What follows belongs to an exercise in optimizing a design on an open flow for small area, a short achievable clock period and few clock cycles per item; a production flow would make more cautious choices.
Function was checked by simulation only, so behaviour that the tests miss may differ from the original.
Power and IR drop assume default switching activity.

==> flow/run.sh <==
#!/bin/bash
# synth_recipe.tcl (not shown) runs the flow's synth.tcl, then flattens the netlist and writes it again
# the make line also repeats each setting of config.mk as NAME=value (left out here)
make -C /OpenROAD-flow-scripts/flow DESIGN_CONFIG=/design/flow/config.mk WORK_HOME=/design/flow/orfs CLKGATE_MAP_FILE= SYNTH_SCRIPT=/design/flow/synth_recipe.tcl finish
==> flow/config.mk <==
export PLATFORM = sky130hd
export DESIGN_NAME = differential_temp_fan_stepper_core
export DESIGN_NICKNAME = differential_temp_fan_stepper_core
export VERILOG_FILES = /design/flow/design.v
export SDC_FILE = /design/flow/constraint.sdc
export NUM_CORES = 4
export LEC_CHECK = 0
export ABC_AREA = 1
export CAP_MARGIN = 20
export CORE_MARGIN = 2
export CORE_UTILIZATION = 55
export CTS_CLUSTER_DIAMETER = 120
export CTS_CLUSTER_SIZE = 22
export SETUP_SLACK_MARGIN = 5
export SLEW_MARGIN = 20
export SYNTH_HIERARCHICAL = 1
==> flow/constraint.sdc <==
create_clock -name core_clock -period 8.0 [get_ports {clk}]
set_input_delay 1.6000 -clock core_clock [delete_from_list [all_inputs] [get_ports {clk}]]
set_output_delay 1.6000 -clock core_clock [all_outputs]
set_load 0.01 [all_outputs]
==> flow/design.v <==
`default_nettype none
package dtfs_pkg;
    localparam int WINDOW = 10;
    localparam int RAW_W    = 16;
    localparam int SAMPLE_W = 15;
    localparam int THRESH_W = 12;
    localparam int LEVEL_W  = 3;
    localparam int HOLD_W   = 4;
    localparam int DIFF_W   = 16;    
    localparam int DSUM_W   = 20;    
    localparam logic [LEVEL_W-1:0] LVL_OFF   = 3'd0;
    localparam logic [LEVEL_W-1:0] LVL_ONE   = 3'd1;
    localparam logic [LEVEL_W-1:0] LVL_TWO   = 3'd2;
    localparam logic [LEVEL_W-1:0] LVL_THREE = 3'd3;
    localparam logic [LEVEL_W-1:0] LVL_FULL  = 3'd4;
    localparam logic [1:0] CAP_NONE = 2'b00;
    localparam logic [1:0] CAP_LOW  = 2'b01;
    localparam logic [1:0] CAP_HIGH = 2'b10;
    localparam logic [1:0] CAP_BOTH = 2'b11;
    localparam logic [THRESH_W-1:0] LEVEL1_RST = 12'd16;
    localparam logic [THRESH_W-1:0] LEVEL2_RST = 12'd32;
    localparam logic [THRESH_W-1:0] LEVEL3_RST = 12'd48;
    localparam logic [THRESH_W-1:0] LEVEL4_RST = 12'd64;
    function automatic logic [4:0] oh_mod5(input logic [3:0] n);
        oh_mod5[0] = (n == 4'd0) | (n == 4'd5) | (n == 4'd10) | (n == 4'd15);
        oh_mod5[1] = (n == 4'd1) | (n == 4'd6) | (n == 4'd11);
        oh_mod5[2] = (n == 4'd2) | (n == 4'd7) | (n == 4'd12);
        oh_mod5[3] = (n == 4'd3) | (n == 4'd8) | (n == 4'd13);
        oh_mod5[4] = (n == 4'd4) | (n == 4'd9) | (n == 4'd14);
    endfunction
    function automatic logic [4:0] oh_add5(input logic [4:0] r, input logic [4:0] m);
        logic [4:0] v;
        for (int k = 0; k < 5; k++)
        begin
            v[k] = 1'b0;
            for (int i = 0; i < 5; i++)
                v[k] = v[k] | (r[i] & m[(k + 5 - i) % 5]);
        end
        oh_add5 = v;
    endfunction
    function automatic logic [4:0] oh_neg5(input logic [4:0] m);
        oh_neg5 = {m[1], m[2], m[3], m[4], m[0]};
    endfunction
    function automatic logic [2:0] oh_enc5(input logic [4:0] m);
        oh_enc5 = {m[4], m[3] | m[2], m[3] | m[1]};
    endfunction
    function automatic logic [4:0] oh_dec5(input logic [2:0] b);
        oh_dec5 = {b == 3'd4, b == 3'd3, b == 3'd2, b == 3'd1, b == 3'd0};
    endfunction
    function automatic logic [4:0] oh_step(input logic [4:0] r, input logic z);
        logic [4:0] d;
        d = {r[2], r[4], r[1], r[3], r[0]};
        oh_step = z ? {d[3:0], d[4]} : d;
    endfunction
    function automatic logic q_step(input logic [4:0] r, input logic z);
        q_step = r[3] | r[4] | (r[2] & z);
    endfunction
    function automatic logic [3:0] div5_digit(input logic [4:0] r, input logic [3:0] n);
        logic [4:0] r2;
        logic [4:0] r1;
        logic [4:0] r0;
        r2 = oh_step(r, n[3]);
        r1 = oh_step(r2, n[2]);
        r0 = oh_step(r1, n[1]);
        div5_digit = {q_step(r, n[3]), q_step(r2, n[2]), q_step(r1, n[1]), q_step(r0, n[0])};
    endfunction
    function automatic logic [3:0] crt10(input logic p, input logic [4:0] m);
        crt10 = ({4{m[0]}} & (p ? 4'd5 : 4'd0)) | ({4{m[1]}} & (p ? 4'd1 : 4'd6)) |
                ({4{m[2]}} & (p ? 4'd7 : 4'd2)) | ({4{m[3]}} & (p ? 4'd3 : 4'd8)) |
                ({4{m[4]}} & (p ? 4'd9 : 4'd4));
    endfunction
    function automatic logic [4:0] inc_mask(input logic neg, input logic y0, input logic [3:0] rb);
        inc_mask[0] = (!neg && y0 && (rb >= 4'd9)) ||
                      (neg && !y0 && (rb <= 4'd0)) ||
                      (neg && y0 && (rb <= 4'd1));
        inc_mask[1] = (!neg && !y0 && (rb >= 4'd8)) ||
                      (!neg && y0 && (rb >= 4'd7)) ||
                      (neg && !y0 && (rb <= 4'd2)) ||
                      (neg && y0 && (rb <= 4'd3));
        inc_mask[2] = (!neg && !y0 && (rb >= 4'd6)) ||
                      (!neg && y0 && (rb >= 4'd5)) ||
                      (neg && !y0 && (rb <= 4'd4)) ||
                      (neg && y0 && (rb <= 4'd5));
        inc_mask[3] = (!neg && !y0 && (rb >= 4'd4)) ||
                      (!neg && y0 && (rb >= 4'd3)) ||
                      (neg && !y0 && (rb <= 4'd6)) ||
                      (neg && y0 && (rb <= 4'd7));
        inc_mask[4] = (!neg && !y0 && (rb >= 4'd2)) ||
                      (!neg && y0 && (rb >= 4'd1)) ||
                      (neg && !y0 && (rb <= 4'd8)) ||
                      (neg && y0);
    endfunction
    function automatic logic [DSUM_W-1:0] csa_sum(input logic [DSUM_W-1:0] x, input logic [DSUM_W-1:0] y,
                                                  input logic [DSUM_W-1:0] z);
        csa_sum = x ^ y ^ z;
    endfunction
    function automatic logic [DSUM_W-1:0] csa_carry(input logic [DSUM_W-1:0] x, input logic [DSUM_W-1:0] y,
                                                    input logic [DSUM_W-1:0] z);
        csa_carry = (x & y) | (x & z) | (y & z);
    endfunction
endpackage
`default_nettype wire
`default_nettype none
import dtfs_pkg::*;
module dtfs_datapath
(
    input  wire logic                   clk,
    input  wire logic                   rst_n,
    input  wire logic                   wr_en,     
    input  wire logic                   shift,     
    input  wire logic [RAW_W-1:0]       sample_a,
    input  wire logic [RAW_W-1:0]       sample_b,
    output logic                        w_neg,
    output logic [DSUM_W-2:0]           w_y,
    output logic [3:0]                  w_rb
);
    localparam int ENT_W = DIFF_W + 4;      
    logic [ENT_W+2:0]         new_reg;       
    logic [ENT_W+2:0]         in_ent;
    logic [WINDOW:1][ENT_W-1:0] ent_reg;
    logic [3:0]               fill_reg;
    logic                     full_reg;
    logic [DIFF_W-1:0]        new_nd;
    logic                     new_pb;
    logic [4:0]               new_mb;
    logic [ENT_W-1:0]         old_ent;
    logic [DIFF_W-1:0]        old_nd;
    logic                     old_pb;
    logic [4:0]               old_mb;
    logic [DSUM_W-1:0]        dsum_reg;
    logic [DSUM_W-1:0]        dsum_next;
    logic                     pb_reg;
    logic [2:0]               mb_reg;
    dtfs_conv u_conv (
        .sample_a (sample_a),
        .sample_b (sample_b),
        .ent      (in_ent)
    );
    always_ff @(posedge clk)
    begin
        if (wr_en)
            new_reg <= in_ent;
    end
    always_ff @(posedge clk)
    begin
        if (shift)
            ent_reg <= {ent_reg[WINDOW-1:1], new_nd, new_pb, dtfs_pkg::oh_enc5(new_mb)};
    end
    always_ff @(posedge clk or negedge rst_n)
    begin
        if (!rst_n)
        begin
            fill_reg <= '0;
            full_reg <= 1'b0;
        end
        else if (shift && !full_reg)
        begin
            fill_reg <= fill_reg + 4'd1;
            full_reg <= (fill_reg == 4'(WINDOW - 1));
        end
    end
    assign new_nd  = new_reg[ENT_W+2:7];
    assign new_pb  = new_reg[6];
    assign new_mb  = dtfs_pkg::oh_add5(dtfs_pkg::oh_dec5(new_reg[5:3]), dtfs_pkg::oh_dec5(new_reg[2:0]));
    assign old_ent = full_reg ? ent_reg[WINDOW] : '0;
    assign old_nd  = old_ent[ENT_W-1:4];
    assign old_pb  = old_ent[3];
    assign old_mb  = dtfs_pkg::oh_dec5(old_ent[2:0]);
    dtfs_dsum_next u_dsum_next (
        .s  (dsum_reg),
        .n  (new_nd),
        .o  (old_nd),
        .r  (dsum_next)
    );
    always_ff @(posedge clk or negedge rst_n)
    begin
        if (!rst_n)
        begin
            dsum_reg <= '0;
            pb_reg   <= 1'b0;
            mb_reg   <= '0;
        end
        else if (shift)
        begin
            dsum_reg <= dsum_next;
            pb_reg   <= pb_reg ^ new_pb ^ old_pb;
            mb_reg   <= dtfs_pkg::oh_enc5(dtfs_pkg::oh_add5(dtfs_pkg::oh_add5(dtfs_pkg::oh_dec5(mb_reg), new_mb),
                                                            dtfs_pkg::oh_neg5(old_mb)));
        end
    end
    assign w_neg = dsum_reg[DSUM_W-1];
    assign w_y   = dsum_reg[DSUM_W-2:0] ^ {(DSUM_W-1){w_neg}};
    assign w_rb  = dtfs_pkg::crt10(pb_reg, dtfs_pkg::oh_dec5(mb_reg));
endmodule
import dtfs_pkg::*;
module dtfs_conv
(
    input  wire logic [RAW_W-1:0]       sample_a,
    input  wire logic [RAW_W-1:0]       sample_b,
    output logic [DIFF_W+6:0]           ent
);
    logic [SAMPLE_W-1:0] ca;
    logic [SAMPLE_W-1:0] cb;
    assign ca = sample_a[RAW_W-1] ? '0 : sample_a[SAMPLE_W-1:0];
    assign cb = sample_b[RAW_W-1] ? '0 : sample_b[SAMPLE_W-1:0];
    assign ent = {DIFF_W'(cb) - DIFF_W'(ca), cb[0],
                  dtfs_pkg::oh_enc5(dtfs_pkg::oh_add5(dtfs_pkg::oh_mod5({1'b0, cb[14:12]}), dtfs_pkg::oh_mod5(cb[11:8]))),
                  dtfs_pkg::oh_enc5(dtfs_pkg::oh_add5(dtfs_pkg::oh_mod5(cb[7:4]), dtfs_pkg::oh_mod5(cb[3:0])))};
endmodule
import dtfs_pkg::*;
module dtfs_dsum_next
(
    input  wire logic [DSUM_W-1:0]   s,
    input  wire logic [DIFF_W-1:0]   n,
    input  wire logic [DIFF_W-1:0]   o,
    output logic [DSUM_W-1:0]        r
);
    logic [DSUM_W-1:0] x2;
    logic [DSUM_W-1:0] x3;
    logic [DSUM_W-1:0] s1;
    logic [DSUM_W-1:0] c1;
    assign x2 = ~{{(DSUM_W-DIFF_W){n[DIFF_W-1]}}, n};
    assign x3 = {{(DSUM_W-DIFF_W){o[DIFF_W-1]}}, o};
    assign s1 = dtfs_pkg::csa_sum(s, x2, x3);
    assign c1 = {dtfs_pkg::csa_carry(s, x2, x3), 1'b1};
    assign r  = s1 + c1;
endmodule
`default_nettype wire
`default_nettype none
import dtfs_pkg::*;
module differential_temp_fan_stepper_core
(
    input  wire logic        clk,
    input  wire logic        rst_n,
    input  wire logic        sensor_valid,
    output logic             sensor_ready,
    input  wire logic [15:0] sensor_sample_a,
    input  wire logic [15:0] sensor_sample_b,
    output logic             status_valid,
    input  wire logic        status_ready,
    output logic [2:0]       status_fan_level,
    output logic             status_level_changed,
    output logic             status_compared,
    output logic [14:0]      status_average_difference,
    output logic             status_relay_low_cap,
    output logic             status_relay_high_cap,
    output logic             status_main_relay,
    input  wire logic        cfg_valid,
    output logic             cfg_ready,
    input  wire logic [3:0]  cfg_index,
    input  wire logic [15:0] cfg_data
);
    logic [THRESH_W-1:0] thr_reg [4];
    logic                in_fire;
    logic                adv;           
    logic                shift;         
    logic                take_e;        
    logic                save;          
    logic                nrdy_reg;      
    logic                sh_pend_reg;   
    logic                pend_reg;      
    logic                skid_v_reg;
    logic [DSUM_W+3:0]   skid_reg;      
    logic                sh_pend_next;
    logic                pend_next;
    logic                skid_v_next;
    logic                w_neg;
    logic [DSUM_W-2:0]   w_y;
    logic [3:0]          w_rb;
    logic                e_v_reg;
    logic [DSUM_W+3:0]   e_reg;
    logic                e_neg;
    logic [3:0]          e_rb;
    logic [DSUM_W-2:0]   y;
    logic [SAMPLE_W-1:0] quot;
    logic                inc;
    logic                q_v_reg;
    logic [SAMPLE_W-1:0] q_reg;
    logic                q_inc_reg;
    logic [SAMPLE_W-1:0] diff;
    logic [3:0]          gt;
    logic [LEVEL_W-1:0]  new_level;
    logic [1:0]          cap_next;
    logic [HOLD_W-1:0]   hold_step;
    logic                cmp;
    logic                chg;
    logic [HOLD_W-1:0]   hold_reg;
    logic [LEVEL_W-1:0]  level_reg;
    logic [1:0]          cap_reg;
    logic                main_reg;
    logic                out_valid_reg;
    logic                out_chg_reg;
    logic                out_cmp_reg;
    logic [SAMPLE_W-1:0] out_diff_reg;
    assign sensor_ready = !nrdy_reg;
    assign in_fire      = sensor_valid && !nrdy_reg;
    assign adv          = !out_valid_reg || status_ready;
    assign cfg_ready = 1'b1;
    always_ff @(posedge clk or negedge rst_n)
    begin
        if (!rst_n)
        begin
            thr_reg[0] <= LEVEL1_RST;
            thr_reg[1] <= LEVEL2_RST;
            thr_reg[2] <= LEVEL3_RST;
            thr_reg[3] <= LEVEL4_RST;
        end
        else if (cfg_valid && (cfg_index[3:2] == 2'b00))
            thr_reg[cfg_index[1:0]] <= cfg_data[THRESH_W-1:0];
    end
    assign take_e = adv && !skid_v_reg && pend_reg;
    assign shift  = sh_pend_reg && (!pend_reg || !skid_v_reg);
    assign save   = pend_reg && shift && !take_e;
    assign sh_pend_next = in_fire || (sh_pend_reg && !shift);
    assign pend_next    = shift || (pend_reg && !take_e);
    assign skid_v_next  = save || (skid_v_reg && !adv);
    dtfs_datapath u_datapath (
        .clk      (clk),
        .rst_n    (rst_n),
        .wr_en    (in_fire),
        .shift    (shift),
        .sample_a (sensor_sample_a),
        .sample_b (sensor_sample_b),
        .w_neg    (w_neg),
        .w_y      (w_y),
        .w_rb     (w_rb)
    );
    always_ff @(posedge clk or negedge rst_n)
    begin
        if (!rst_n)
        begin
            nrdy_reg    <= 1'b0;
            sh_pend_reg <= 1'b0;
            pend_reg    <= 1'b0;
            skid_v_reg  <= 1'b0;
            e_v_reg     <= 1'b0;
        end
        else
        begin
            nrdy_reg    <= sh_pend_next && pend_next && skid_v_next;
            sh_pend_reg <= sh_pend_next;
            pend_reg    <= pend_next;
            skid_v_reg  <= skid_v_next;
            if (adv)
                e_v_reg <= skid_v_reg || pend_reg;
        end
    end
    always_ff @(posedge clk)
    begin
        if (!skid_v_reg || adv)
            skid_reg <= {w_neg, w_y, w_rb};
        if (adv)
            e_reg <= skid_v_reg ? skid_reg : {w_neg, w_y, w_rb};
    end
    assign e_neg = e_reg[DSUM_W+3];
    assign y     = e_reg[DSUM_W+2:4];
    assign e_rb  = e_reg[3:0];
    dtfs_div10 u_div10 (
        .neg  (e_neg),
        .y    (y),
        .rb   (e_rb),
        .quot (quot),
        .inc  (inc)
    );
    always_ff @(posedge clk or negedge rst_n)
    begin
        if (!rst_n)
            q_v_reg <= 1'b0;
        else if (adv)
            q_v_reg <= e_v_reg;
    end
    always_ff @(posedge clk)
    begin
        if (adv)
        begin
            q_reg     <= quot;
            q_inc_reg <= inc;
        end
    end
    assign diff = q_reg + SAMPLE_W'(q_inc_reg);
    logic [16:0] gt_sum [4];
    always_comb
    begin
        for (int i = 0; i < 4; i++)
        begin
            gt_sum[i] = {2'b00, q_reg} + {1'b0, ~{4'b0000, thr_reg[i]}} + 17'(q_inc_reg);
            gt[i]     = gt_sum[i][16];
        end
    end
    always_comb
    begin
        if (gt[3])
            new_level = LVL_FULL;
        else if (gt[2])
            new_level = LVL_THREE;
        else if (gt[1])
            new_level = LVL_TWO;
        else if (gt[0])
            new_level = LVL_ONE;
        else
            new_level = LVL_OFF;
    end
    always_comb
    begin
        case (new_level)
            LVL_ONE:   cap_next = CAP_LOW;
            LVL_TWO:   cap_next = CAP_HIGH;
            LVL_THREE: cap_next = CAP_BOTH;
            LVL_FULL:  cap_next = CAP_NONE;
            default:   cap_next = cap_reg;
        endcase
    end
    assign hold_step = ((hold_reg == '0) || (hold_reg == HOLD_W'(WINDOW))) ? '0
                                                                         : (hold_reg + HOLD_W'(1));
    assign cmp = (hold_step == '0);
    assign chg = cmp && (new_level != level_reg);
    always_ff @(posedge clk or negedge rst_n)
    begin
        if (!rst_n)
        begin
            out_valid_reg <= 1'b0;
            hold_reg      <= HOLD_W'(1);
            level_reg     <= LVL_OFF;
            cap_reg       <= CAP_NONE;
            main_reg      <= 1'b0;
        end
        else if (adv)
        begin
            out_valid_reg <= q_v_reg;
            if (q_v_reg)
            begin
                hold_reg <= chg ? HOLD_W'(1) : hold_step;
                if (chg)
                begin
                    level_reg <= new_level;
                    cap_reg   <= cap_next;
                    main_reg  <= (new_level != LVL_OFF);
                end
            end
        end
    end
    always_ff @(posedge clk)
    begin
        if (adv)
        begin
            out_chg_reg  <= chg;
            out_cmp_reg  <= cmp;
            out_diff_reg <= cmp ? diff : '0;
        end
    end
    assign status_valid              = out_valid_reg;
    assign status_fan_level          = level_reg;
    assign status_level_changed      = out_chg_reg;
    assign status_compared           = out_cmp_reg;
    assign status_average_difference = out_diff_reg;
    assign status_relay_low_cap      = cap_reg[0];
    assign status_relay_high_cap     = cap_reg[1];
    assign status_main_relay         = main_reg;
endmodule
import dtfs_pkg::*;
module dtfs_div10
(
    input  wire logic                neg,
    input  wire logic [DSUM_W-2:0]   y,
    input  wire logic [3:0]          rb,
    output logic [SAMPLE_W-1:0]      quot,
    output logic                     inc
);
    logic [4:0]  m3;        
    logic [4:0]  m2;
    logic [4:0]  m1;
    logic [4:0]  m0;
    logic [4:0]  r3;        
    logic [4:0]  r2;
    logic [4:0]  r1;
    logic [4:0]  r0;
    logic [4:0]  rf;        
    logic [3:0]  q3;
    assign m3 = dtfs_pkg::oh_mod5(y[16:13]);
    assign m2 = dtfs_pkg::oh_mod5(y[12:9]);
    assign m1 = dtfs_pkg::oh_mod5(y[8:5]);
    assign m0 = dtfs_pkg::oh_mod5(y[4:1]);
    assign r3 = dtfs_pkg::oh_mod5({2'b00, y[18:17]});
    assign r2 = dtfs_pkg::oh_add5(r3, m3);
    assign r1 = dtfs_pkg::oh_add5(r3, dtfs_pkg::oh_add5(m3, m2));
    assign r0 = dtfs_pkg::oh_add5(r2, dtfs_pkg::oh_add5(m2, m1));
    assign rf = dtfs_pkg::oh_add5(r1, dtfs_pkg::oh_add5(m1, m0));
    assign q3 = dtfs_pkg::div5_digit(r3, y[16:13]);
    assign quot = {q3[2:0],
                   dtfs_pkg::div5_digit(r2, y[12:9]),
                   dtfs_pkg::div5_digit(r1, y[8:5]),
                   dtfs_pkg::div5_digit(r0, y[4:1])};
    assign inc = |(rf & dtfs_pkg::inc_mask(neg, y[0], rb));
endmodule
`default_nettype wire
==> results of run 1 <==
[Yosys stat by module, one instance, submodules excluded]
module | area (um^2) | cells inside | copies in the design | flip-flops and latches
dtfs_datapath | 8890 | 571 | 1 | 252
differential_temp_fan_stepper_core | 7010 | 722 | 1 | 146
dtfs_div10 | 2600 | 551 | 1 | 0
dtfs_conv | 2000 | 431 | 1 | 0
dtfs_dsum_next | 1850 | 321 | 1 | 0
[cells by family after synthesis]
| kind of cell | after synthesis | share of synthesized area (%) |
|---|---|---|
| other | 1 | 0.0168 |
| AOI/OAI and AO/OA | 213 | 5.60 |
| and+or+nand+nor | 1445 | 27.9 |
| DFF | 398 | 51.4 |
| muxes | 2 | 0.0896 |
| xor gates and xnor gates | 44 | 1.72 |
| buffers and inverters | 394 | 7.06 |
| adders and majority gates | 99 | 6.21 |
[synthesized netlist by cell type, drive strengths merged, types with 3 or more instances]
cell type / n / area [um^2]
nand4: 24 / 156
nand2: 944 / 3730
dfrtp: 88 / 2200
a21oi: 69 / 360
or2: 5 / 31.3
ha: 79 / 988
o21ai: 101 / 562
xor2: 36 / 315
nor2: 293 / 1230
fa: 20 / 400
o21a: 3 / 22.5
nand3: 147 / 886
a211oi: 4 / 35.0
edfxtp: 304 / 9130
clkbuf: 23 / 86.3
o22ai: 5 / 31.3
buf: 11 / 126
nor3: 23 / 135
dfstp: 6 / 158
and2: 4 / 27.5
a31oi: 4 / 25.0
inv: 358 / 1350
o21bai: 9 / 67.6
xnor2: 8 / 70.1
o211ai: 5 / 37.5
[worst min path at each step]
stage	startpoint	to	slack (ps)	cells past startpoint
2_1_floorplan	u_datapath.ent_reg[80]	u_datapath.ent_reg[100]	400	0
3_3_place_gp	u_datapath.ent_reg[127]	u_datapath.ent_reg[147]	400	0
3_5_place_dp	u_datapath.ent_reg[84]	u_datapath.ent_reg[104]	400	0
4_1_cts	u_datapath.ent_reg[112]	u_datapath.ent_reg[132]	420	0
5_1_grt	u_datapath.ent_reg[27]	u_datapath.ent_reg[47]	420	0
6_report	u_datapath.ent_reg[112]	u_datapath.ent_reg[132]	420	0
[what timing repair did]
item / CTS / global route
pin swaps: 1 / 1
hold buffers: 0 / 0
gates resized for setup: 37 / 31
buffers inserted: 2 / 6
cloned: 1 / 1
setup endpoints to repair: 128 / 68
[report_power, final]
group          switching, uW  internal (uW)
Combinational           3570           1800
Sequential               538           3440
Clock                    659            531
[placed cells by master, fill, tap and decap left out, types with 18 or more instances in the layout]
master and instances:
nand2_1 877, inv_1 334, edfxtp_1 304, nor2_1 248, nand3_1 116, dfrtp_1 87
o21ai_0 82, ha_1 74, a21oi_1 63, nand2_2 56, clkdlybuf4s50_1 44, xor2_1 36
nor2_2 36, nand3_2 26, dlygate4sd2_1 26, nand4_1 23, clkbuf_16 23, fa_1 19
nor3_1 18, inv_2 18
[per-layer routing]
layer	up-vias	global-route usage, %
met3	50	1.96
met2	422	39.1
met4	0	5.52
met5	-	0
li1	8505	-
met1	7846	30.8
[through the flow]
step | hold slack, ps | instances | worst slack (ps) | total power, uW | area, um^2
finish | 415 | 3220 | 5110 | 10500 | 24600
detailed placement | 405 | 3170 | 3780 | 9320 | 23700
floorplan | 400 | 2596 | 4130 | 7910 | 22500
global route | 421 | 3220 | 4980 | 11500 | 24600
global placement | 400 | 3170 | 3820 | 9140 | 23700
CTS | 416 | 3213 | 4830 | 10500 | 24400
[final cells by class]
| type | count | area (um^2) | share of cell area [%] |
|---|---|---|---|
| multi-input cells | 1804 | 9460 | 38.5 |
| repair inverters | 1 | 5.00 | 0.0204 |
| flip-flops and latches | 398 | 11500 | 46.8 |
| clock buffers | 37 | 607 | 2.47 |
| clock inverters | 3 | 43.8 | 0.178 |
| inverters | 360 | 1380 | 5.63 |
| repair buffers | 92 | 906 | 3.69 |
| well taps | 525 | 657 | 2.68 |
==> summary.txt, run 1 <==
Run status
  – Outcome: timing/DRC/antenna clean

Detailed routing
  – DR pass1 iterations: 5
  – Drt drc: 0
  – Highest routed layer: met4
  – Vias/cell: 5.22
  – Remaining antenna violation count: 0
  – Post-Route M1 WL: 21600 um
  – DR iter-0 viols: 1013
  – WL met3: 2390 um
  – Routed wire length: 47300 um
  – Per-cell routed wire length: 14.7 um
  – Wire length on met2: 22400 um
  – Vias after detailed routing: 16800

Timing
  – Max Clk Rate: 346 MHz
  – Final hold violation count: 0
  – Final Cycle Share: 36.2%
  – Clock skew: 16.0 ps
  – RSZ-0062 raised after global routing: false
  – Final min period: 2890 ps
  – Final setup fails: 0
  – Slew @ Worst Pin: 1220 ps
  – Setup_tns: 0 ps
  – Slew margin rel.: 18.6%
  – Max Slew Vio Count: 0

Power and ir drop
  – Worst VDD drop: 0.000296 V
  – Power per Cell Area: 429 nW/um^2
  – Leak Pwr: 0.0116 uW

Worst setup path
  – FF-to-FF End: u_datapath.dsum_reg[10]
  – CP startpoint: status_ready
  – Crit path kind: input pin to flop
  – R2r setup slk: 5150 ps
  – Worst Path Arrival: 2960 ps
  – Crit path required time: 8070 ps
  – Worst path bufs/invs: 2
  – Startpoint types: input pin
  – CP Cell Sequence: clkdlybuf4s50_1, nor2_4, clkinvlp_2
  – R2R depth: 16
  – Max incr delay on CP: 690 ps
  – Critical path's top delay family: buffers and inverters
  – Crit path depth: 3
  – Worst Setup EP: e_reg[3]
  – Worst setup EP type: flop
  – Reg-to-Reg Start: u_datapath.full_reg
  – CP max stage cell: clkinvlp_2
  – Crit path max fanout: 14

Clock tree
  – TritonCTS Buffers: 22
  – Reg clk slew, reported paths: 90 ps
  – TritonCTS clock tree: built
  – CTS Buffer Depth: 3
  – CTS Root Cell: clkbuf_16
  – Clock Latency Late Sink: 560 ps
  – Clock sinks: 398
  – H-tree depth: 1

Global route
  – Initial antenna violation count: 1
  – Overall routing resource usage: 22.6%
  – GRT overflow: 0
  – Vias in the first global route: 15900
  – First-pass GRT wire length: 77200 um
  – Pin count of the biggest net entering global routing: 187

Synth
  – Seq/Total Area, Yosys: 51.4%
  – Syn Nets: 2752
  – Async S/R FF share, synth: 23.6%
  – Gate Count Post-Synth: 2596
  – Synth Register Bits: 398
  – Distinct cells, synth: 65
  – Syn avg cell area: 8.61 um^2
  – Ys Warns: 13
  – Ys flop type: edfxtp_1
  – Syn Std Cell Area: 22400 um^2
  – EDFF count, synth: 304

Min path
  – Min-delay worst type: flop to flop

Floorplan
  – Core ar.: 39900 um^2
  – Cell Rows: 73
  – I/O pins: 83
  – Die ar.: 42300 um^2
  – Die H: 206 um
  – Initial core utilization: 56.0%
  – Die span in x: 206 um

Layout
  – Area Overhead vs Synth: 9.84%
  – Largest register FFs: 200
  – Utilization after layout: 61.5%
  – Final net count: 2835
  – # fillers: 3417
  – Layout cells sized above 1: 9.46%
  – Ant. Diodes: 0

Job
  – Max Cap Viol: 0

Place
  – GP Congestion: 0.929
  – PortBufs: 77
  – Hpwl dp: 34400 um
Testbench counts, summed over its fixed seeds: cycles 16,040, items 16,000.
==> inputs of run 2 (changes only) <==
--- a/flow/config.mk
+++ b/flow/config.mk
@@ -8,7 +8,7 @@
 export ABC_AREA = 1
 export CAP_MARGIN = 20
 export CORE_MARGIN = 2
-export CORE_UTILIZATION = 55
+export CORE_UTILIZATION = 40
 export CTS_CLUSTER_DIAMETER = 120
 export CTS_CLUSTER_SIZE = 22
 export SETUP_SLACK_MARGIN = 5
==> run 2 against run 1 <==
  * Worst setup slack got worse by 29 ps
  * First-iteration DRC count rose by 31%
  * Highest routed layer unchanged
  * Largest cell class unchanged
  * Cell count rose by 7.0%
  * Clock skew rose by 17 ps
  * Critical path depth rose by 9
  * Flip-flop and latch count did not move
  * Still clean on timing, DRC and antenna
  * Register-to-register slack got worse by 60 ps
  * Sequential power barely moved
==> summary.txt, run 2 <==
Synth
  – Area leader, netlist: edfxtp_1
  – Syn Std Cell Area: 22400 um^2
  – Seq/Total Area, Yosys: 51.4%
  – Distinct cells, synth: 65
  – Syn Nets: 2752
  – Async S/R FF share, synth: 23.6%
  – Syn avg cell area: 8.61 um^2
  – Synth Register Bits: 398
  – EDFF count, synth: 304
  – Synth top cells by count: nand2_1, inv_1, edfxtp_1, nor2_1, nand3_1
  – Most common cell in the netlist: nand2_1
  – Ys Warns: 13
  – Area contributors post-synth: edfxtp_1, nand2_1, dfrtp_1, inv_1, ha_1
  – Gate Count Post-Synth: 2596
  – Ys flop type: edfxtp_1
  – Area share of the leading cell type in the synthesized netlist: 40.8%

Timing
  – Final min period: 2920 ps
  – Final hold violation count: 0
  – Slew @ Worst Pin: 1110 ps
  – RSZ-0062 raised after global routing: true
  – Slew margin rel.: 26.0%
  – Max Slew Vio Count: 0
  – Setup_tns: 0 ps
  – Final setup fails: 0
  – Final Cycle Share: 36.5%
  – Fin worst setup slack: 5080 ps
  – Max Clk Rate: 342 MHz
  – Clock skew: 32.6 ps

Detailed routing
  – Remaining antenna violation count: 0
  – Vias/cell: 4.86
  – DR pass1 iterations: 7
  – Per-cell routed wire length: 13.8 um
  – DR iter-0 viols: 1326
  – Drt drc: 0
  – Routed wire length: 47700 um
  – Vias after detailed routing: 16800

Floorplan
  – Die span in x: 240 um
  – Die ar.: 57800 um^2
  – Die H: 240 um
  – I/O pins: 83
  – Core ar.: 55200 um^2
  – Cell Rows: 86
  – Initial core utilization: 40.5%

Clock tree
  – H-tree depth: 1
  – TritonCTS clock tree: built
  – CTS Root Cell: clkbuf_16
  – CTS Buffer Depth: 3
  – Clock sinks: 398
  – TritonCTS Buffers: 22
  – Reg clk slew, reported paths: 100 ps
  – Clock Latency Late Sink: 560 ps

Worst setup path
  – Worst setup EP type: flop
  – CP startpoint: sensor_sample_a[0]
  – R2r setup slk: 5090 ps
  – Reg-to-Reg Start: skid_v_reg
  – Crit path required time: 8290 ps
  – Max incr delay on CP: 460 ps
  – FF-to-FF End: u_datapath.ent_reg[47]
  – Worst path bufs/invs: 5
  – Critical path's top delay family: buffers and inverters
  – Worst Path Arrival: 3210 ps
  – Worst Setup EP: u_datapath.new_reg[13]
  – Most used cell, CP: inv_1
  – Startpoint types: input pin
  – Crit path kind: input pin to flop
  – CP max stage cell: clkdlybuf4s50_1
  – Crit path depth: 12
  – CP Cell Sequence: clkdlybuf4s50_1, inv_1, nor2_2, ha_2, inv_1, ha_1, inv_1, nand2_2, nand3_2, nand3_4, buf_4, xnor2_1
  – Crit path max fanout: 3
  – R2R depth: 5

Place
  – Hpwl dp: 34600 um
  – Placed inst area: 24000 um^2
  – Place WS: 3760 ps
  – GP Congestion: 0.854
  – PortBufs: 77

Global route
  – GR peak layer: met2
  – First-pass GRT wire length: 78000 um
  – Vias in the first global route: 16100
  – GRT overflow: 0
  – GR Layer Usage met3: 1.81%
  – GR Util met1: 22.2%
  – Overall routing resource usage: 16.5%
  – Pin count of the biggest net entering global routing: 191
  – Grt met2 use: 28.2%
  – Initial antenna violation count: 0

Layout
  – Leading cell types in the layout, fill and taps excluded: nand2_1, inv_1, edfxtp_1
  – Area Overhead vs Synth: 11.5%
  – Utilization after layout: 45.1%
  – Commonest non-fill, non-tap cell in the layout: nand2_1
  – Ant. Diodes: 0
  – Finished Cell Area: 24900 um^2
  – Largest register FFs: 200
  – Layout cells sized above 1: 9.75%
  – Final net count: 2838
  – # fillers: 5305

Power and ir drop
  – Leak Pwr: 0.0116 uW
  – Power per Cell Area: 424 nW/um^2
  – Worst VDD drop: 0.000243 V
  – Final Power: 10600 uW

Run status
  – Outcome: timing/DRC/antenna clean

Job
  – Max Cap Viol: 0

Min path
  – Min-delay worst type: flop to flop
-- run 2: cell counts after synthesis --
No cell type changed its count.
-- run 2: worst min path at each step --
stage	slack (ps)	endpoint	cells after the start	from
finish	410	u_datapath.ent_reg[98]	0	u_datapath.ent_reg[78]
global route	430	u_datapath.ent_reg[98]	0	u_datapath.ent_reg[78]
CTS	410	u_datapath.ent_reg[98]	0	u_datapath.ent_reg[78]
detailed placement	400	u_datapath.ent_reg[108]	0	u_datapath.ent_reg[88]
global placement	400	u_datapath.ent_reg[145]	0	u_datapath.ent_reg[125]
floorplan	400	u_datapath.ent_reg[100]	0	u_datapath.ent_reg[80]
-- run 2: repair_timing --
| action | CTS | global route |
|---|---|---|
| resized for setup | 33 | 40 |
| setup buffers | 3 | 9 |
| gates cloned | 0 | 1 |
| endpoints found under the setup margin | 61 | 77 |
| hold buffers | 0 | 0 |
| pin swaps | 1 | 8 |
-- run 2: logic make-up (layout without fill, tap and decap cells) --
family / Yosys count / in the layout / synth area share [%]
and+or+nand+nor: 1445 / 1445 / 27.9
xor gates and xnor gates: 44 / 44 / 1.72
other: 1 / 1 / 0.0168
DFF: 398 / 398 / 51.4
buffers and inverters: 394 / 496 / 7.06
adders and majority gates: 99 / 99 / 6.21
AOI/OAI and AO/OA: 213 / 213 / 5.60
muxes: 2 / 2 / 0.0896
-- run 2: stage by stage --
| step | hold slack, ps | std cells |
|---|---|---|
| floorplan | 400 | 2596 |
| global placement | 401 | 3393 |
| detailed placement | 405 | 3393 |
| CTS | 412 | 3436 |
| global route | 426 | 3446 |
| finish | 410 | 3446 |
-- run 2: where the power goes --
group / leakage (uW) / switching [uW] / internal (uW)
clock network: 0.000322 / 657 / 565
registers: 0.00416 / 528 / 3440
logic: 0.00709 / 3570 / 1810
total: 0.0116 / 4760 / 5810
-- run 2: Yosys stat by module, one instance, submodules excluded --
| module | cells | cell area (um^2) | flip-flops and latches |
|---|---|---|---|
| dtfs_div10 | 551 | 2600 | 0 |
| dtfs_datapath | 571 | 8890 | 252 |
| differential_temp_fan_stepper_core | 722 | 7010 | 146 |
| dtfs_conv | 431 | 2000 | 0 |
| dtfs_dsum_next | 321 | 1850 | 0 |
-- run 2: layer usage --
layer	part of all wire, %	vias to the layer above	wire length [um]
li1	-	8487	-
met1	47	7874	22400
met2	47	335	22300
met3	3.8	60	1830
met4	2.2	0	1070
met5	0	-	0
-- run 2: area by class of cell --
class | count | area, um^2 | area share, %
clock buffers | 38 | 653 | 2.62
clock inverters | 2 | 20.0 | 0.0803
inverters | 360 | 1390 | 5.56
multi-input cells | 1804 | 9500 | 38.1
flip-flops and latches | 398 | 11500 | 46.1
well taps | 748 | 936 | 3.76
repair buffers | 96 | 936 | 3.76
==> inputs of run 3 (changes only) <==
--- a/flow/config.mk
+++ b/flow/config.mk
@@ -9,8 +9,9 @@
 export CAP_MARGIN = 20
 export CORE_MARGIN = 2
 export CORE_UTILIZATION = 40
-export CTS_CLUSTER_DIAMETER = 120
-export CTS_CLUSTER_SIZE = 22
+export CTS_BUF_LIST = sky130_fd_sc_hd__clkbuf_8
+export CTS_CLUSTER_DIAMETER = 100
+export CTS_CLUSTER_SIZE = 16
 export SETUP_SLACK_MARGIN = 5
 export SLEW_MARGIN = 20
 export SYNTH_HIERARCHICAL = 1
==> run 3 against run 2 <==
  * Global-route usage is essentially flat
  * Clock-buffer cell count shrank 8
  * Critical path depth shrank 8
  * Clock power shrank 15%
  * Register-to-register slack gained 60 ps
  * Die area is the same
  * Worst hold slack gained 11 ps
  * Synthesized cell count is the same
  * Cell count grew 0.41%
  * Via count grew 0.24%
  * Critical path type unchanged
  * Critical endpoint is now thr_reg[0][9]
  * Highest routed layer unchanged
==> summary.txt, run 3 <==
Synth
  – EDFF count, synth: 304
  – Most common cell in the netlist: nand2_1
  – Synth Area in Adders: 6.21%
  – Synth Register Bits: 398
  – Distinct cells, synth: 65
  – Post-synthesis mux area share: 0.0896%
  – Async S/R FF share, synth: 23.6%
  – Syn avg cell area: 8.61 um^2
  – Syn Nets: 2752
  – Ys flop type: edfxtp_1
  – Synth top cells by count: nand2_1, inv_1, edfxtp_1, nor2_1, nand3_1
  – Gate Count Post-Synth: 2596
  – Simple-Gate Fraction of Synth Area: 27.9%
  – Area share of the leading cell type in the synthesized netlist: 40.8%
  – Area leader, netlist: edfxtp_1
  – Area contributors post-synth: edfxtp_1, nand2_1, dfrtp_1, inv_1, ha_1
  – Main combinational cell family by area after synthesis: simple AND/OR/NAND/NOR gates
  – Syn Std Cell Area: 22400 um^2
  – Seq/Total Area, Yosys: 51.4%
  – Ys Warns: 13
  – Post-synthesis compound-gate area fraction: 5.60%
  – Synth Area in XOR/XNOR: 1.72%

Clock tree
  – Clock Latency Late Sink: 660 ps
  – H-tree depth: 1
  – TritonCTS Buffers: 29
  – Reg clk slew, reported paths: 100 ps
  – Clock sinks: 398
  – TritonCTS clock tree: built
  – CTS Root Cell: clkbuf_8
  – CTS Buffer Depth: 3

Min path
  – Hold path endpoint: u_datapath.ent_reg[138]
  – Hold path cells: 0
  – Min-Delay Startpoint: u_datapath.ent_reg[118]
  – Min-delay worst type: flop to flop

Worst setup path
  – Reg-to-Reg Start: u_datapath.full_reg
  – Critical path's top delay family: simple AND/OR/NAND/NOR gates
  – CP startpoint: cfg_valid
  – CP Cell Sequence: clkdlybuf4s50_1, nor3b_1, nand3_1, o21ai_0
  – Worst path bufs/invs: 1
  – R2R depth: 18
  – Crit path kind: input pin to flop
  – Crit path max fanout: 24
  – Startpoint types: input pin
  – Max incr delay on CP: 680 ps
  – Crit path required time: 8550 ps
  – R2r setup slk: 5150 ps
  – Worst setup EP type: flop
  – CP max stage cell: nand3_1
  – Worst Path Arrival: 3570 ps
  – FF-to-FF End: u_datapath.dsum_reg[18]

Power and ir drop
  – Leak Pwr: 0.0116 uW
  – Clk pwr share: 9.9%
  – Pint: 5660 uW
  – Net switching power: 4770 uW
  – Comb power frac: 52.1%
  – Sw Ratio: 45.7%
  – Worst VDD drop: 0.000188 V
  – Power per Cell Area: 422 nW/um^2
  – Sequential power share: 37.9%

Floorplan
  – Cell Rows: 86
  – Initial core utilization: 40.5%
  – I/O pins: 83
  – Die span in x: 240 um
  – Core ar.: 55200 um^2
  – Die H: 240 um
  – Die ar.: 57800 um^2

Layout
  – Finished Cell Area: 24700 um^2
  – Footprint of the multi-input gates: 9420 um^2
  – Leading cell types in the layout, fill and taps excluded: nand2_1, inv_1, edfxtp_1
  – Final net count: 2845
  – Ant. Diodes: 0
  – Layout cells sized above 1: 9.48%
  – Seq. cell area: 11500 um^2
  – Commonest non-fill, non-tap cell in the layout: nand2_1
  – Largest register FFs: 200
  – Area Overhead vs Synth: 10.7%
  – # fillers: 5311

Timing
  – Clock skew: 51.7 ps
  – Final min period: 3020 ps
  – Fin worst setup slack: 4980 ps
  – Final setup fails: 0
  – Final hold violation count: 0
  – Max Clk Rate: 331 MHz
  – Max Slew Vio Count: 0
  – Setup_tns: 0 ps
  – Final Cycle Share: 37.7%
  – Slew margin rel.: 40.6%
  – RSZ-0062 raised after global routing: true
  – Slew @ Worst Pin: 887 ps

Place
  – GP Congestion: 0.854
  – PortBufs: 77
  – Placed inst area: 24000 um^2
  – Hpwl dp: 34600 um
  – Place WS: 3760 ps

Global route
  – Overall routing resource usage: 16.5%
  – GR peak layer: met2
  – First-pass GRT wire length: 78100 um
  – GRT overflow: 0
  – Pin count of the biggest net entering global routing: 191
  – GR Layer Usage met3: 1.94%
  – Vias in the first global route: 16200
  – Grt met2 use: 28.3%
  – Initial antenna violation count: 0
  – GR Util met1: 22.1%

Job
  – Max Cap Viol: 0

Run status
  – Outcome: timing/DRC/antenna clean

Detailed routing
  – Per-cell routed wire length: 13.9 um
  – Vias after detailed routing: 16800
  – Drt drc: 0
  – Remaining antenna violation count: 0
  – Routed wire length: 48100 um
  – DR pass1 iterations: 5
  – Vias/cell: 4.85
  – DR iter-0 viols: 1321
## run 3: cells by family after synthesis
group                    after synthesis
buffers and inverters                394
AO/OA/AOI/OAI                        213
other                                  1
AND/OR/NAND/NOR                     1445
XOR/XNOR                              44
multiplexers                           2
flip-flops                           398
adder cells (fa/ha/maj)               99
## run 3: how the worst max path moves through the flow
stage / to / slack, ps / cells after the start
after floorplan: u_datapath.fill_reg[3] / 4130 / 8
after global placement: u_datapath.new_reg[22] / 3800 / 14
after detailed placement: u_datapath.new_reg[20] / 3760 / 14
after CTS: status_level_changed / 5000 / 1
after global routing: thr_reg[2][9] / 4710 / 4
final: thr_reg[0][9] / 4980 / 4
## run 3: layout make-up
cell class	instances	share of cell area, %
Timing Repair Buffer	95	3.89
Multi-Input combinational cell	1804	38.1
Clock inverter	24	0.521
Sequential cell	398	46.4
Tap cell	748	3.78
Inverter	360	5.59
Timing Repair inverter	1	0.0202
Clock buffer	30	1.67
## run 3: stage by stage
stage / hold slack (ps) / power, uW / std cells / util [%]
finish: 420 / 10400 / 3460 / 44.8
global route: 431 / 11400 / 3460 / 44.8
CTS: 426 / 10400 / 3450 / 44.5
detailed placement: 405 / 9330 / 3393 / 43.5
global placement: 401 / 9170 / 3393 / 43.5
floorplan: 400 / 7910 / 2596 / -
## run 3: timing repair
item | in CTS | in global routing
resized for setup | 49 | 24
buffers inserted | 3 | 7
gates cloned | 0 | 3
pin swaps | 0 | 2
hold buffers | 0 | 0
endpoints found under the setup margin | 46 | 80
## run 3: routing by layer
layer	up-vias	wire [um]
met5	-	0
met4	0	1130
met3	63	2070
met2	361	22400
met1	7871	22500
li1	8501	-
## run 3: power groups by stage
stage,Sequential [uW],Clock [uW],Combinational (uW)
floorplan,3850,0,4060
global placement,3980,0,5190
detailed placement,4020,0,5310
CTS,3970,1090,5320
global route,4070,1160,6210
finish,3960,1040,5440
## run 3: modules after synthesis (local to each module, per instance)
module                              cells inside  flip-flops and latches  copies in the design  area [um^2]
differential_temp_fan_stepper_core           722                     146                     1         7010
dtfs_conv                                    431                       0                     1         2000
dtfs_datapath                                571                     252                     1         8890
dtfs_div10                                   551                       0                     1         2600
dtfs_dsum_next                               321                       0                     1         1850
==> inputs of run 4 (changes only) <==
==> flow/flow/run.sh (new file) <==
#!/bin/bash
# Layout flow: the standard flow (standard.sh, synthesis to finish),
# unchanged except that buffer_ports builds the input and output port
# buffers from sky130_fd_sc_hd__buf_2 rather than the cell it picks itself.
# standard.sh's full output is kept in standard.log in this folder.
set -e
export BUFFER_PORTS_ARGS="-buffer_cell sky130_fd_sc_hd__buf_2"
bash standard.sh > standard.log 2>&1
==> flow/standard.sh (new file) <==
#!/bin/bash
# synth_recipe.tcl (not shown) runs the flow's synth.tcl, then flattens the netlist and writes it again
# the make line also repeats each setting of config.mk as NAME=value (left out here)
make -C /OpenROAD-flow-scripts/flow DESIGN_CONFIG=/design/flow/config.mk WORK_HOME=/design/flow/orfs CLKGATE_MAP_FILE= SYNTH_SCRIPT=/design/flow/synth_recipe.tcl "${@:-finish}"
--- a/flow/config.mk
+++ b/flow/config.mk
@@ -8,10 +8,9 @@
 export ABC_AREA = 1
 export CAP_MARGIN = 20
 export CORE_MARGIN = 2
-export CORE_UTILIZATION = 40
-export CTS_BUF_LIST = sky130_fd_sc_hd__clkbuf_8
-export CTS_CLUSTER_DIAMETER = 100
-export CTS_CLUSTER_SIZE = 16
+export CORE_UTILIZATION = 55
+export CTS_CLUSTER_DIAMETER = 120
+export CTS_CLUSTER_SIZE = 22
 export SETUP_SLACK_MARGIN = 5
 export SLEW_MARGIN = 20
 export SYNTH_HIERARCHICAL = 1
removed: flow/run.sh
==> run 4 against run 3 <==
  * Die area decreased by 27%
  * Total power grew 1.2%
  * Register-to-register slack better by 30 ps
  * Clock-buffer cell count rose by 7
  * Clock power grew 13%
  * Critical path type unchanged
  * Largest power group unchanged
==> summary.txt, run 4 <==
Timing
  – Max Clk Rate: 353 MHz
  – Final setup fails: 0
  – Clock skew: 16.2 ps
  – Slew margin rel.: 26.6%
  – Final Cycle Share: 35.4%
  – Slew @ Worst Pin: 1100 ps
  – RSZ-0062 raised after global routing: true
  – Fin worst setup slack: 5170 ps
  – Final hold violation count: 0
  – Setup_tns: 0 ps
  – Max Slew Vio Count: 0
  – Final min period: 2830 ps
  – Hold WS: 410 ps

Global route
  – Initial antenna violation count: 0
  – Overall routing resource usage: 23.0%
  – Vias in the first global route: 16000
  – First-pass GRT wire length: 78200 um
  – GRT overflow: 0
  – Pin count of the biggest net entering global routing: 183

Clock tree
  – CTS Root Cell: clkbuf_16
  – H-tree depth: 1
  – TritonCTS clock tree: built
  – CTS Buffer Depth: 3
  – Cts hold-fix bufs: 0
  – Clock sinks: 398
  – TritonCTS Buffers: 22
  – Reg clk slew, reported paths: 100 ps
  – Clock Latency Late Sink: 560 ps

Layout
  – Layout cells sized above 1: 11.7%
  – Ant. Diodes: 0
  – Seq. cell area: 11500 um^2
  – Commonest non-fill, non-tap cell in the layout: nand2_1
  – Area Overhead vs Synth: 7.98%
  – Footprint of the multi-input gates: 9430 um^2
  – Largest register FFs: 200
  – Leading cell types in the layout, fill and taps excluded: nand2_1, inv_1, edfxtp_1
  – # fillers: 3407
  – Final net count: 2832

Detailed routing
  – Per-cell routed wire length: 14.9 um
  – DR pass1 iterations: 6
  – DR iter-0 viols: 1252
  – Vias after detailed routing: 16800
  – Drt drc: 0
  – Vias/cell: 5.23
  – Remaining antenna violation count: 0
  – Routed wire length: 47900 um

Synth
  – Area contributors post-synth: edfxtp_1, nand2_1, dfrtp_1, inv_1, ha_1
  – EDFF count, synth: 304
  – Area leader, netlist: edfxtp_1
  – Syn Std Cell Area: 22400 um^2
  – Synth top cells by count: nand2_1, inv_1, edfxtp_1, nor2_1, nand3_1
  – Syn Nets: 2752
  – Ys Warns: 13
  – Ys flop type: edfxtp_1
  – Area share of the leading cell type in the synthesized netlist: 40.8%
  – Seq/Total Area, Yosys: 51.4%
  – Gate Count Post-Synth: 2596
  – Async S/R FF share, synth: 23.6%
  – Synth Register Bits: 398
  – Syn avg cell area: 8.61 um^2
  – Most common cell in the netlist: nand2_1
  – Distinct cells, synth: 65

Worst setup path
  – Crit path required time: 8320 ps
  – Startpoint types: input pin
  – Crit path kind: input pin to flop
  – Worst Path Arrival: 3150 ps
  – R2r setup slk: 5180 ps
  – Worst setup EP type: flop
  – Crit path max fanout: 14

Power and ir drop
  – Power per Cell Area: 437 nW/um^2
  – Clk pwr share: 11.1%
  – Pint: 5770 uW
  – Final Power: 10600 uW
  – Net switching power: 4790 uW
  – Leak Pwr: 0.0115 uW
  – Sequential power share: 37.7%
  – Sw Ratio: 45.3%
  – Worst VDD drop: 0.000281 V
  – Comb power frac: 51.2%

Floorplan
  – Die H: 206 um
  – I/O pins: 83
  – Initial core utilization: 56.0%
  – Cell Rows: 73
  – Die span in x: 206 um
  – Die ar.: 42300 um^2
  – Core ar.: 39900 um^2

Place
  – Place WS: 4450 ps
  – GP Congestion: 0.890
  – PortBufs: 77
  – Hpwl dp: 35000 um

Job
  – Max Cap Viol: 0

Min path
  – Min-delay worst type: flop to flop

Run status
  – Outcome: timing/DRC/antenna clean
## run 4: final cells by class
class                      instances  area share [%]
sequential                       398            47.6
multi-input combinational       1804            39.1
inverter                         360            5.72
tap                              525            2.72
clock buffer                      37            2.51
timing repair buffer              89            2.20
clock inverter                     3           0.161
timing repair inverter             1          0.0207
## run 4: metrics by stage
step / instance area [um^2] / instances / utilization, %
after floorplan: 22500 / 2596 / -
after global placement: 23300 / 3170 / 58.5
after detailed placement: 23300 / 3170 / 58.5
after CTS: 24000 / 3211 / 60.1
after global routing: 24100 / 3217 / 60.5
final: 24100 / 3217 / 60.5
## run 4: power by group through the flow
stage / Clock (uW) / Sequential (uW) / Combinational (uW)
global route: 1290 / 4070 / 6200
floorplan: 0 / 3850 / 4060
CTS: 1230 / 4000 / 5270
detailed placement: 0 / 4040 / 5220
global placement: 0 / 4010 / 5090
finish: 1180 / 3980 / 5400
## run 4: timing repair
| action | 4_1_cts | 5_1_grt |
|---|---|---|
| hold endpoints to repair | 0 | 0 |
| cloned | 0 | 1 |
| setup buffers | 1 | 5 |
| setup endpoints to repair | 17 | 34 |
| resized for setup | 2 | 14 |
## run 4: cells by family after synthesis
family	count (synthesis)	synth area share (%)
AND/OR/NAND/NOR	1445	27.9
adder cells (fa/ha/maj)	99	6.21
flip-flops	398	51.4
buffers and inverters	394	7.06
multiplexers	2	0.0896
other	1	0.0168
XOR/XNOR	44	1.72
AO/OA/AOI/OAI	213	5.60
## run 4: path summary, 6_finish.rpt
| kind | start | end | cells after the start |
|---|---|---|---|
| max | sensor_sample_b[15] | u_datapath.new_reg[21] | 11 |
| min in group asynchronous | rst_n | thr_reg[1][2] | 1 |
| min | u_datapath.ent_reg[47] | u_datapath.ent_reg[67] | 0 |
| max in group asynchronous | rst_n | u_datapath.full_reg | 2 |
| min reg2reg | u_datapath.ent_reg[47] | u_datapath.ent_reg[67] | 0 |
| max reg2reg | u_datapath.full_reg | u_datapath.dsum_reg[17] | 17 |
## run 4: layer usage
| metal | track usage (%) | vias to the layer above | part of all wire, % |
|---|---|---|---|
| met2 | 39.8 | 378 | 48 |
| met4 | 4.98 | 0 | 2.0 |
| met1 | 31.3 | 7904 | 45 |
| li1 | - | 8494 | - |
| met5 | 0 | - | 0 |
| met3 | 2.47 | 52 | 4.6 |
## run 4: modules after synthesis (local to each module, per instance)
module                              copies in the design  cells inside  cell area, um^2  flip-flops and latches
dtfs_conv                                              1           431             2000                       0
differential_temp_fan_stepper_core                     1           722             7010                     146
dtfs_div10                                             1           551             2600                       0
dtfs_datapath                                          1           571             8890                     252
dtfs_dsum_next                                         1           321             1850                       0
## run 4: critical path: stages
cell,delay [ps]
clkbuf_4,190
inv_4,220
nand2_2,100
inv_1,160
ha_4,250
a21oi_1,120
o21ai_0,90
a21oi_1,200
nand2_1,70
nand2_1,60
nand2_1,70
==> inputs of run 5 (changes only) <==
--- a/flow/config.mk
+++ b/flow/config.mk
@@ -8,7 +8,7 @@
 export ABC_AREA = 1
 export CAP_MARGIN = 20
 export CORE_MARGIN = 2
-export CORE_UTILIZATION = 55
+export CORE_UTILIZATION = 40
 export CTS_CLUSTER_DIAMETER = 120
 export CTS_CLUSTER_SIZE = 22
 export SETUP_SLACK_MARGIN = 5
==> run 5 against run 4 <==
  * Combinational power down 2%
  * Cell count increased by 6.8%
  * Critical endpoint is now u_datapath.new_reg[20]
  * Clock power about the same
  * First-iteration DRC count decreased by 4.2%
==> summary.txt, run 5 <==
Run status
  – Outcome: timing/DRC/antenna clean

Detailed routing
  – Per-cell routed wire length: 13.7 um
  – DR iter-0 viols: 1200
  – Remaining antenna violation count: 0
  – DR pass1 iterations: 6
  – Drt drc: 0
  – Wire length on met2: 22200 um
  – Vias after detailed routing: 16700
  – Highest routed layer: met4
  – Routed wire length: 46900 um
  – Post-Route M1 WL: 22200 um
  – WL met3: 1830 um
  – Vias/cell: 4.86

Clock tree
  – H-tree depth: 1
  – CTS Buffer Depth: 3
  – TritonCTS Buffers: 22
  – TritonCTS clock tree: built
  – CTS Root Cell: clkbuf_16
  – Clock Latency Late Sink: 560 ps
  – Reg clk slew, reported paths: 90 ps
  – Clock sinks: 398
  – Cts hold-fix bufs: 0

Worst setup path
  – Critical path's top delay family: simple AND/OR/NAND/NOR gates
  – Most used cell, CP: nand2_1
  – Worst path bufs/invs: 4
  – Crit path required time: 8310 ps
  – Worst setup EP type: flop
  – Startpoint types: input pin
  – R2R depth: 5
  – Worst Path Arrival: 3150 ps
  – Crit path depth: 15
  – Crit path kind: input pin to flop
  – CP Cell Sequence: clkbuf_4, inv_4, nand2_4, inv_2, ha_4, inv_2, nor2_1, nand3_1, nand2_1, nand2_2, nand2_2, nand2_1, nand3_1, nand2_1, nand2_1
  – CP max stage cell: inv_4
  – Crit path max fanout: 14
  – Max incr delay on CP: 230 ps

Synth
  – Area share of the leading cell type in the synthesized netlist: 40.8%
  – EDFF count, synth: 304
  – Ys flop type: edfxtp_1
  – Distinct cells, synth: 65
  – Most common cell in the netlist: nand2_1
  – Synth Register Bits: 398
  – Syn Nets: 2752
  – Gate Count Post-Synth: 2596
  – Area contributors post-synth: edfxtp_1, nand2_1, dfrtp_1, inv_1, ha_1
  – Async S/R FF share, synth: 23.6%
  – Ys Warns: 13
  – Area leader, netlist: edfxtp_1
  – Seq/Total Area, Yosys: 51.4%
  – Syn avg cell area: 8.61 um^2
  – Synth top cells by count: nand2_1, inv_1, edfxtp_1, nor2_1, nand3_1
  – Syn Std Cell Area: 22400 um^2

Power and ir drop
  – Final Power: 10500 uW
  – Power per Cell Area: 430 nW/um^2
  – Leak Pwr: 0.0114 uW
  – Worst VDD drop: 0.000231 V

Timing
  – Final min period: 2830 ps
  – Clock skew: 21.5 ps
  – Max Clk Rate: 353 MHz
  – Max Slew Vio Count: 0
  – Final setup fails: 0
  – RSZ-0062 raised after global routing: true
  – Final Cycle Share: 35.4%
  – Setup_tns: 0 ps
  – Hold WS: 413 ps
  – Final hold violation count: 0
  – Slew margin rel.: 15.8%
  – Slew @ Worst Pin: 1260 ps

Layout
  – Layout cells sized above 1: 11.2%
  – # fillers: 5397
  – Area Overhead vs Synth: 8.88%
  – Final net count: 2827
  – Leading cell types in the layout, fill and taps excluded: nand2_1, inv_1, edfxtp_1
  – Commonest non-fill, non-tap cell in the layout: nand2_1
  – Ant. Diodes: 0
  – Largest register FFs: 200

Min path
  – Hold path cells: 0
  – Min-delay worst type: flop to flop

Global route
  – GRT overflow: 0
  – Initial antenna violation count: 0
  – Pin count of the biggest net entering global routing: 195
  – First-pass GRT wire length: 77600 um
  – Overall routing resource usage: 16.3%
  – Vias in the first global route: 16000

Floorplan
  – I/O pins: 83
  – Cell Rows: 86
  – Die span in x: 240 um
  – Core ar.: 55200 um^2
  – Die H: 240 um
  – Initial core utilization: 40.5%
  – Die ar.: 57800 um^2

Job
  – Max Cap Viol: 0

Place
  – PortBufs: 77
  – GP Congestion: 0.846
  – Hpwl dp: 34100 um
[run 5: cell types whose count changed in the layout (fill, tap and decap cells not counted), moves of 2 or more]
cell	previous run	this run
ha_1	72	77
ha_4	5	2
ha_2	2	0
clkbuf_16	22	24
nor2_1	249	251
nor2_2	36	34
dfrtp_2	0	2
buf_4	9	5
[run 5: path summary, 6_finish.rpt]
path                                    startpoint                      end  slack (ps)
min reg2reg                u_datapath.ent_reg[106]  u_datapath.ent_reg[126]         410
max                            sensor_sample_b[15]   u_datapath.new_reg[20]        5170
max in group asynchronous                    rst_n  u_datapath.dsum_reg[19]        5730
max reg2reg                             skid_v_reg  u_datapath.ent_reg[106]        5170
min                        u_datapath.ent_reg[106]  u_datapath.ent_reg[126]         410
min in group asynchronous                    rst_n            thr_reg[2][1]        1050
[run 5: worst register-to-register path, delay by kind of cell, from the launching register on]
family | cells | cell delay, ps
and+or+nand+nor | 2 | 200
DFF | 1 | 340
buffers and inverters | 3 | 1330
[run 5: power breakdown]
| group | internal [uW] | switching, uW | leakage [uW] |
|---|---|---|---|
| Combinational | 1740 | 3540 | 0.00697 |
| Sequential | 3440 | 528 | 0.00416 |
| Clock | 548 | 658 | 0.000313 |
| Total | 5730 | 4730 | 0.0114 |
[run 5: per-module statistics from Yosys, one instance, submodules excluded]
module                              cell area (um^2)  times used  flip-flops and latches
dtfs_dsum_next                                  1850           1                       0
dtfs_conv                                       2000           1                       0
differential_temp_fan_stepper_core              7010           1                     146
dtfs_datapath                                   8890           1                     252
dtfs_div10                                      2600           1                       0
[run 5: repair_timing]
action	CTS	global route
setup endpoints to repair	1	19
buffers inserted	0	1
resized for setup	1	7
gates cloned	0	1
[run 5: layer usage]
metal,vias to the layer above,GRT usage (%)
met4,0,3.71
met5,-,0
li1,8469,-
met1,7823,22.0
met3,50,1.93
met2,350,28.1
[run 5: logic make-up after synthesis]
kind of cell,after synthesis,synth area share [%]
fa+ha+maj,99,6.21
xor+xnor,44,1.72
buf+inv,394,7.06
mux,2,0.0896
compound gates,213,5.60
other cells,1,0.0168
simple gates,1445,27.9
flops,398,51.4
[run 5: per-stage QoR]
step | std cells | util, % | setup WS, ps | instance area, um^2
2_1_floorplan | 2596 | - | 4130 | 22500
5_1_grt | 3435 | 44.1 | 4970 | 24300
3_5_place_dp | 3393 | 42.8 | 4430 | 23600
4_1_cts | 3433 | 44.0 | 5030 | 24300
6_report | 3435 | 44.1 | 5170 | 24300
3_3_place_gp | 3393 | 42.8 | 4460 | 23600
[run 5: area by class of cell]
class / count / area, um^2 / area share (%)
Tap cell: 748 / 936 / 3.85
Inverter: 360 / 1380 / 5.67
Clock inverter: 2 / 22.5 / 0.0925
Multi-Input combinational cell: 1804 / 9370 / 38.5
Timing Repair Buffer: 85 / 505 / 2.08
Sequential cell: 398 / 11500 / 47.2
Clock buffer: 38 / 632 / 2.60
==> inputs of run 6 (changes only) <==
--- a/flow/config.mk
+++ b/flow/config.mk
@@ -11,6 +11,7 @@
 export CORE_UTILIZATION = 40
 export CTS_CLUSTER_DIAMETER = 120
 export CTS_CLUSTER_SIZE = 22
+export PLACE_DENSITY = 0.7
 export SETUP_SLACK_MARGIN = 5
 export SLEW_MARGIN = 20
 export SYNTH_HIERARCHICAL = 1
==> run 6 against run 5 <==
  * Combinational power shrank 2%
  * First-iteration DRC count decreased by 14%
  * Clock-buffer cell count is the same
  * Critical path depth is the same
  * Clock skew is 1.6 ps lower
  * Global-route usage decreased by 0.97 points
  * Register-to-register slack better by 120 ps
  * Critical path type unchanged
  * Sequential power about the same
  * Cell count barely moved
  * Sequential share of layout area barely moved
==> summary.txt, run 6 <==
Worst setup path
  – Worst Path Arrival: 3150 ps
  – Worst setup EP type: flop
  – Crit path max fanout: 14
  – Crit path required time: 8310 ps
  – Crit path kind: input pin to flop
  – Startpoint types: input pin

Synth
  – Distinct cells, synth: 65
  – Syn avg cell area: 8.61 um^2
  – Ys Warns: 13
  – Area leader, netlist: edfxtp_1
  – Area share of the leading cell type in the synthesized netlist: 40.8%
  – Async S/R FF share, synth: 23.6%
  – Area contributors post-synth: edfxtp_1, nand2_1, dfrtp_1, inv_1, ha_1
  – Gate Count Post-Synth: 2596
  – Ys flop type: edfxtp_1
  – Syn Std Cell Area: 22400 um^2
  – Synth top cells by count: nand2_1, inv_1, edfxtp_1, nor2_1, nand3_1
  – Most common cell in the netlist: nand2_1
  – EDFF count, synth: 304
  – Synth Register Bits: 398
  – Seq/Total Area, Yosys: 51.4%
  – Syn Nets: 2752

Power and ir drop
  – Final Power: 10400 uW
  – Power per Cell Area: 427 nW/um^2
  – Sequential power share: 38.4%
  – Worst VDD drop: 0.000255 V
  – Leak Pwr: 0.0114 uW
  – Comb power frac: 49.7%
  – Clk pwr share: 11.8%
  – Pint: 5730 uW
  – Sw Ratio: 44.8%
  – Net switching power: 4650 uW

Detailed routing
  – Post-Route M1 WL: 21200 um
  – Highest routed layer: met5
  – Drt drc: 0
  – Wire length on met2: 20500 um
  – Per-cell routed wire length: 12.8 um
  – Vias after detailed routing: 16400
  – Vias/cell: 4.76
  – Remaining antenna violation count: 0
  – DR iter-0 viols: 1030
  – DR pass1 iterations: 5
  – Routed wire length: 43900 um
  – WL met3: 1490 um

Clock tree
  – Reg clk slew, reported paths: 110 ps
  – Clock sinks: 398
  – Setup bufs post-CTS: 0
  – TritonCTS clock tree: built
  – H-tree depth: 1
  – Cts hold-fix bufs: 0
  – CTS Buffer Depth: 3
  – TritonCTS Buffers: 22
  – CTS Root Cell: clkbuf_16
  – Clock Latency Late Sink: 570 ps

Place
  – Hpwl dp: 31900 um
  – Placed insts: 3392
  – PortBufs: 77
  – GP Congestion: 0.888
  – Placed inst area: 23600 um^2

Global route
  – Overall routing resource usage: 15.3%
  – First-pass GRT wire length: 72900 um
  – Vias in the first global route: 15100
  – Initial antenna violation count: 1
  – Pin count of the biggest net entering global routing: 186
  – GRT overflow: 0

Timing
  – Setup_tns: 0 ps
  – Final setup fails: 0
  – Final min period: 2840 ps
  – Final Cycle Share: 35.5%
  – Max Clk Rate: 352 MHz
  – Slew @ Worst Pin: 1090 ps
  – Slew margin rel.: 27.4%
  – Clock skew: 19.9 ps
  – Final hold violation count: 0
  – Max Slew Vio Count: 0
  – RSZ-0062 raised after global routing: true

Layout
  – Largest register FFs: 200
  – Layout cells sized above 1: 11.3%
  – # fillers: 5334
  – Ant. Diodes: 0
  – Final net count: 2825
  – Finished Cell Area: 24300 um^2
  – Area Overhead vs Synth: 8.79%
  – Utilization after layout: 44.1%
  – Leading cell types in the layout, fill and taps excluded: nand2_1, inv_1, edfxtp_1
  – Commonest non-fill, non-tap cell in the layout: nand2_1
  – Post-Layout Cell Count: 3433

Floorplan
  – Die H: 240 um
  – Die ar.: 57800 um^2
  – I/O pins: 83
  – Cell Rows: 86
  – Die span in x: 240 um
  – Initial core utilization: 40.5%
  – Core ar.: 55200 um^2

Job
  – Max Cap Viol: 0

Run status
  – Outcome: timing/DRC/antenna clean

Min path
  – Min-delay worst type: flop to flop
-- run 6: path summary, 6_finish.rpt --
path | start | endpoint | slack (ps) | depth (start not counted)
setup / recovery | sensor_sample_b[15] | u_datapath.new_reg[16] | 5160 | 15
hold / removal | u_datapath.ent_reg[175] | u_datapath.ent_reg[195] | 410 | 0
setup reg to reg | u_datapath.full_reg | u_datapath.dsum_reg[16] | 5290 | 17
hold reg to reg | u_datapath.ent_reg[175] | u_datapath.ent_reg[195] | 410 | 0
max in group asynchronous | rst_n | skid_v_reg | 5790 | 2
min in group asynchronous | rst_n | u_datapath.fill_reg[2] | 970 | 1
-- run 6: cell type report --
class / count / area, um^2 / share of cell area [%]
inverters: 360 / 1380 / 5.67
repair inverters: 1 / 5.00 / 0.0206
well taps: 748 / 936 / 3.85
clock buffers: 38 / 653 / 2.69
repair buffers: 82 / 460 / 1.89
clock inverters: 2 / 20.0 / 0.0823
flip-flops and latches: 398 / 11500 / 47.2
multi-input cells: 1804 / 9380 / 38.6
-- run 6: cell families after synthesis --
group	count (synthesis)	share of synthesized area [%]
other	1	0.0168
XOR/XNOR	44	1.72
flip-flops	398	51.4
multiplexers	2	0.0896
adder cells (fa/ha/maj)	99	6.21
AND/OR/NAND/NOR	1445	27.9
AO/OA/AOI/OAI	213	5.60
buffers and inverters	394	7.06
-- run 6: power by group through the flow --
stage	clock network, uW	logic [uW]	registers, uW
final	1230	5160	3990
after floorplan	0	4060	3850
after CTS	1270	5140	3990
after global placement	0	5050	4000
after detailed placement	0	5130	4030
after global routing	1340	5970	4090
-- run 6: critical path, stage by stage --
cell	delay [ps]
clkbuf_4	200
inv_4	230
nand2_4	80
inv_2	100
ha_4	210
nand3_1	80
nand2_1	50
inv_1	40
nand2_1	80
nand2_2	110
nand2_2	80
nand2_1	90
nand3_1	70
nand2_1	60
nand2_1	50
-- run 6: layer usage --
layer  global-route usage [%]  vias to the layer above
li1                         -                     8479
met5                        0                        -
met3                     1.68                       45
met2                     25.9                      264
met4                     3.11                        2
met1                     21.3                     7566
-- run 6: timing repair --
action / in CTS / in global routing
pin swaps: 0 / 0
endpoints found under the hold margin: 0 / 0
cloned: 0 / 1
gates resized for setup: 1 / 11
endpoints found under the setup margin: 189 / 118
-- run 6: modules after synthesis, one instance, submodules excluded --
module / area [um^2] / copies in the design
dtfs_datapath: 8890 / 1
dtfs_dsum_next: 1850 / 1
dtfs_conv: 2000 / 1
differential_temp_fan_stepper_core: 7010 / 1
dtfs_div10: 2600 / 1
-- run 6: stage by stage --
stage,hold WS [ps],worst slack (ps)
after floorplan,400,4130
after global placement,401,4450
after detailed placement,405,4450
after CTS,410,5040
after global routing,421,4940
final,409,5160

[port drivers added, routing unchanged]
The flow's constraints put no driver on any port. The routed layouts listed below were extracted and timed again, unchanged, in two steps.
Step 1 (the two cells are an assumption about what drives the block):
set clk [get_ports {clk}]
set_driving_cell -lib_cell sky130_fd_sc_hd__clkbuf_16 $clk
set_driving_cell -lib_cell sky130_fd_sc_hd__buf_2 [delete_from_list [all_inputs] $clk]
Step 2, shift: input delay + t, output delay - t, t = (earliest + latest rising clock arrival at the registers) / 2. This alone moves slack from input paths to output paths.
a / b / c = ideal / step 1 / step 2; a / b = the first two.
| run | t (ns) | setup slack, ns | worst slew at a driven data input, ns |
|---|---|---|---|
| run 1 | 0.607 | 5.107 / 5.056 / 4.530 | 0.05 |
| run 2 | 0.600 | 5.078 / 5.078 / 4.512 | 0.05 |
| run 3 | 0.688 | 4.980 / 5.002 / 4.314 | 0.05 |
| run 4 | 0.604 | 5.166 / 5.178 / 4.597 | 0.05 |
| run 5 | 0.601 | 5.166 / 5.175 / 4.597 | 0.04 |
| run 6 | 0.603 | 5.159 / 5.185 / 4.582 | 0.08 |
After both steps every run listed still meets setup and hold. The setup slack of run 3, which loses most, moves by +0.022 ns with the drivers and by -0.666 ns with both steps.
